This design comes from an exercise in tuning for small area, a short achievable clock period and few clock cycles per item on the open sky130 flow, not from production work. At most, simulation tests tie the RTL to the original design; equivalence was not proved. No activity file was given, so power comes from the tool's default toggle rates.

Design gray_quantizer_with_dither, start of the top module:
module gray_quantizer_with_dither
(
  input  wire logic              clk,
  input  wire logic              rst_n,
  input  wire logic              in_valid,
  output logic                   in_ready,
  input  wire logic [23:0]       in_data,
  output logic                   out_valid,
  input  wire logic              out_ready,
  output logic [8:0]             out_data,
  input  wire logic              psel,
  input  wire logic              penable,
  input  wire logic              pwrite,
  input  wire logic [gqd_pkg::ADDR_W-1:0] paddr,
  input  wire logic [gqd_pkg::DATA_W-1:0] pwdata,
  output logic [gqd_pkg::DATA_W-1:0]      prdata,
  output logic                   pready
);
Size in the first run: roughly 1800 cells after synthesis, about 0.014 sq mm of cells after synthesis.
Settings: LEC_CHECK=0, ABC_AREA=1, CAP_MARGIN=20, CORE_MARGIN=2, CORE_UTILIZATION=45, CTS_BUF_LIST=sky130_fd_sc_hd__clkbuf_4 sky130_fd_sc_hd__clkbuf_8, CTS_CLUSTER_SIZE=40, SETUP_SLACK_MARGIN=3.8, SLEW_MARGIN=20; clock period 8.0 ns.
standard.sh (not shown) runs the stock make flow with config.mk's settings and CLKGATE_MAP_FILE= SYNTH_SCRIPT=/design/flow/synth_recipe.tcl, a recipe that flattens the netlist after the stock synthesis.
==> flow/flow/run.sh <==
#!/bin/bash
# The standard layout (the standard.sh: ORFS synthesis to final layout), with the
# ports buffered by buf_1 cells instead of the resizer's default choice.
export BUFFER_PORTS_ARGS="-buffer_cell sky130_fd_sc_hd__buf_1"
export RECOVER_POWER=30
bash standard.sh > standard_flow.log 2>&1
The baseline finished with max-capacitance violations, max-slew violations left.
Testbench counts at the start, summed over its fixed seeds: cycles 131,552, pixels 131,072.
Next try:
==> flow/run.sh (new file) <==
#!/bin/bash
# synth_recipe.tcl (not shown) runs the flow's synth.tcl, then flattens the netlist and writes it again
# the make line also repeats each setting of config.mk as NAME=value (left out here)
make -C /OpenROAD-flow-scripts/flow DESIGN_CONFIG=/design/flow/config.mk WORK_HOME=/design/flow/orfs CLKGATE_MAP_FILE= SYNTH_SCRIPT=/design/flow/synth_recipe.tcl finish
removed: flow/flow/run.sh
removed: flow/standard.sh
The changed run completed with no timing, DRC or antenna violations. Wire length goes down by about 0.65%. Sequential power hardly moves. Total power goes up by about 3%. Global-route usage goes down by 0.13 points. Cell area goes up by about 3.4%. Clock skew hardly moves.


gray_quantizer_with_dither, a different RTL version from the one above (not shown whole).
For scale: roughly 2100 cells after synthesis, ~16000 µm² of cells after synthesis.
Settings: LEC_CHECK=0, ABC_AREA=1, CAP_MARGIN=20, CORE_MARGIN=2, CORE_UTILIZATION=45, CTS_BUF_LIST=sky130_fd_sc_hd__clkbuf_4 sky130_fd_sc_hd__clkbuf_8, CTS_CLUSTER_SIZE=40, SETUP_SLACK_MARGIN=4.5, SLEW_MARGIN=20; clock period 8.0 ns.
run.sh (not shown) runs the stock make flow with config.mk's settings and CLKGATE_MAP_FILE= SYNTH_SCRIPT=/design/flow/synth_recipe.tcl, a recipe that flattens the netlist after the stock synthesis.
Stock flow here: none of the scripts above is used.
Rerun with:
Settings changed: ABC_AREA 1 to default, CTS_BUF_LIST sky130_fd_sc_hd__clkbuf_4 sky130_fd_sc_hd__clkbuf_8 to default, CTS_CLUSTER_SIZE 40 to default.
What happened: Clock-buffer cell count is lower by 1; routed wire length went down by about 3%; total power went down by about 16%; die area is higher by about 0.4%; sequential share of layout area rose by 0.24 points; worst setup slack is worse by 0.18 ns; core utilization came out lower by 0.56 points; area after synthesis goes up by 0.40%.
Rerun with:
Settings changed: SETUP_SLACK_MARGIN 4.5 to default.
Outcome: Worst setup slack gets worse by 1.3 ns; combinational power falls by 23%; fmax falls by 24%; design area falls by 11%; via count falls by 5.5%; sequential power stays flat; count of clock-buffer cells in the layout does not change; synthesized area stays the same; wire length falls by 10%.
Function was not checked in any run of this note: the RTL went through the layout flow alone.


Another version of the RTL of gray_quantizer_with_dither (not shown whole).
Size: about 180 flip-flops, about 110 I/O pins.
Settings: LEC_CHECK=0, ABC_AREA=1, CAP_MARGIN=20, CORE_MARGIN=2, CORE_UTILIZATION=45, CTS_BUF_LIST=sky130_fd_sc_hd__clkbuf_4 sky130_fd_sc_hd__clkbuf_8, CTS_CLUSTER_SIZE=40, SETUP_SLACK_MARGIN=3.5, SLEW_MARGIN=20; clock period 8.0 ns.
The starting point produced a clean layout.
Testbench counts at the start, summed over its fixed seeds: cycles 131,552, pixels 131,072.
Edit:
- CAP_MARGIN: 20 -> 0
- SETUP_SLACK_MARGIN: 3.5 -> 3.8
- SLEW_MARGIN: 20 -> 0
Sequential share of layout area is lower by 0.38 points.
Maximum frequency is higher by a few percent.
Via count is higher slightly.
Final cell count is higher slightly.
Total power is higher slightly.


== run 1 ==
Another version of the RTL of gray_quantizer_with_dither (not shown whole).
For scale: about 1800 cells after synthesis, ~110 I/O pins, ~14000 um^2 of cells after synthesis.
clock: 8.0 ns
lec_check: 0
abc_area: 1
cap_margin: 20
core_margin: 2
core_utilization: 50
cts_buf_list: sky130_fd_sc_hd__clkbuf_4 sky130_fd_sc_hd__clkbuf_8
cts_cluster_size: 30
setup_slack_margin: 3.8
slew_margin: 20
standard.sh (not shown) runs the stock make flow with config.mk's settings and CLKGATE_MAP_FILE= SYNTH_SCRIPT=/design/flow/synth_recipe.tcl, a recipe that flattens the netlist after the stock synthesis.
==> flow/flow/run.sh <==
#!/bin/bash
# The standard layout (the standard.sh: ORFS synthesis to final layout), with the
# ports buffered by buf_1 cells instead of the resizer's default choice.
export BUFFER_PORTS_ARGS="-buffer_cell sky130_fd_sc_hd__buf_1"
bash standard.sh > standard_flow.log 2>&1
Run 1 has completed all stages; timing, DRC and antenna checks passed.
Testbench counts of run 1, summed over its fixed seeds: cycles 131,552, pixels 131,072.
#### Input delta (run 2 over run 1)
Settings: CTS_CLUSTER_SIZE: 30 -> 40; CORE_UTILIZATION: 50 -> 45; ABC_AREA: 1 -> unset.
==> flow/flow/run.sh <==
#!/bin/bash
# The standard layout (the standard.sh: ORFS synthesis to final layout) with two
# changes: Yosys's synth runs without its intermediate ABC pass (-noabc), so that the
# full-adder extraction sees the adders as written and the final ABC mapping does all
# technology mapping; and the ports are buffered by buf_1 cells.
export SYNTH_ARGS="-noabc"
export BUFFER_PORTS_ARGS="-buffer_cell sky130_fd_sc_hd__buf_1"
bash standard.sh > standard_flow.log 2>&1
==> comparison <==
The final layout from run 2, which completed every stage, passed the timing, DRC and antenna checks at the end of the flow. Relative to run 1, the total power measured on run 2 has decreased by more than a quarter. [compare] base=run 1 new=run 2: wire length on met3 now sits lower; worst relative slew slack moved up; detailed placer's ending HPWL went down about 11%. Of run 1 and run 2, the lower first-pass GRT wire length belongs to run 2. Summary of run 2 over run 1: number of cells traversed by the worst register-to-register path shrank by 3; data arrival time at the worst-slack endpoint climbed 2.43 ns. Diff run 1 -> run 2: final cycle utilization of the critical path climbed 7.7 points; total via count in the routed design dropped 1425. Die outline height (run 2 over run 1): increase, 4.7 um.
For run 3, these inputs were changed with respect to run 2:
Settings: an added ABC_AREA of 1; an added GPL_TIMING_DRIVEN of 0.
==> flow/flow/run.sh <==
#!/bin/bash
# The standard layout (the standard.sh: ORFS synthesis to final layout), with the
# ports buffered by buf_1 cells instead of the resizer's default choice.
export BUFFER_PORTS_ARGS="-buffer_cell sky130_fd_sc_hd__buf_1"
bash standard.sh > standard_flow.log 2>&1
==> run summary <==
Compare run 3 and run 2 | layout overhead on the synthesized area higher: run 3. Relative to run 2, the number of nets in the layout of run 3 is higher by 29%. Relative to run 2, area after detailed placement has increased by about 8% in run 3. Run comparison: run 2 start-to-end type of the worst setup path flop to flop; run 3 start-to-end type of the worst setup path input pin to primary output. Compared to run 2, run 3 shows a wider setup margin. Wire length on met2 across run 3 and run 2: no real change. Between run 2 and run 3, the flow reports wire length the detailed router placed on met1 increasing by more than 10%. What run 2 reported for final weighted congestion in routability-driven placement has to be multiplied by 1.06 to get the figure for run 3. In the flow results for run 3 and run 2, the worst slack at placement is larger on run 3. Initial antenna violation count (run 3 over run 2): decrease, 1.
#### Input delta (run 4 over run 3)
Settings: GPL_TIMING_DRIVEN removed (was 0); SETUP_SLACK_MARGIN changed from 3.8 to 4.0.
==> comparison <==
Of the two values seen for first element of the critical path, u_pipe.s4_y[2] was produced by run 4 and paddr[3] by run 3.
Compared to run 3, run 4 has power share of the combinational group 0.2 points lower.
Setup slack on run 4 is ahead of run 3.
When the final numbers for run 4 and run 3 were put side by side, the switching share of total power turned out to be smaller in run 4.

## re-timing with driven ports
How much do the figures lean on ideal ports? The routed layouts below were timed once more, with nothing changed but the port constraints.
Step 1, drivers: a clkbuf_16 drives clk and a buf_2 each remaining input, both assumed.
Step 2 adds t to the input delays and takes it off the output delays; t is the mean of the earliest and latest rising clock arrival at the registers after step 1. Input paths then give back, and output paths get back, about the clock's delay inside the block.
a / b / c = ideal ports / drivers / drivers and shift; a / b = the first two.
run	t (ns)	setup slack, ns	worst setup path at the end	latest minus earliest clock arrival (ns)	pins driven straight from the clock port
the first run of note 1	0.522	3.263 / 3.263 / 3.263	register to register	0.022 / 0.022	1
the second run of note 1	0.530	3.846 / 3.826 / 3.826	input to output	0.016 / 0.017	1
the first run of note 2	0.540	3.860 / 3.860 / 3.860	register to register	0.019 / 0.018	1
the second run of note 2	0.500	3.680 / 3.680 / 3.680	register to register	0.018 / 0.018	1
the third run of note 2	0.492	2.350 / 2.328 / 2.328	input to output	0.019 / 0.018	1
the first run of note 3	0.520	3.571 / 3.551 / 3.551	input to output	0.016 / 0.016	1
the second run of note 3	0.516	3.819 / 3.795 / 3.795	input to output	0.016 / 0.016	1
run 1	0.497	3.813 / 3.774 / 3.774	input to output	0.024 / 0.024	1
run 2	0.512	3.199 / 3.199 / 3.199	register to register	0.023 / 0.023	1
run 3	0.538	3.820 / 3.789 / 3.789	input to output	0.017 / 0.017	1
run 4	0.515	3.926 / 3.926 / 3.926	register to register	0.026 / 0.026	1
The setup slack of run 1, which loses most, moves by -0.039 ns with the drivers and by -0.039 ns with both steps.
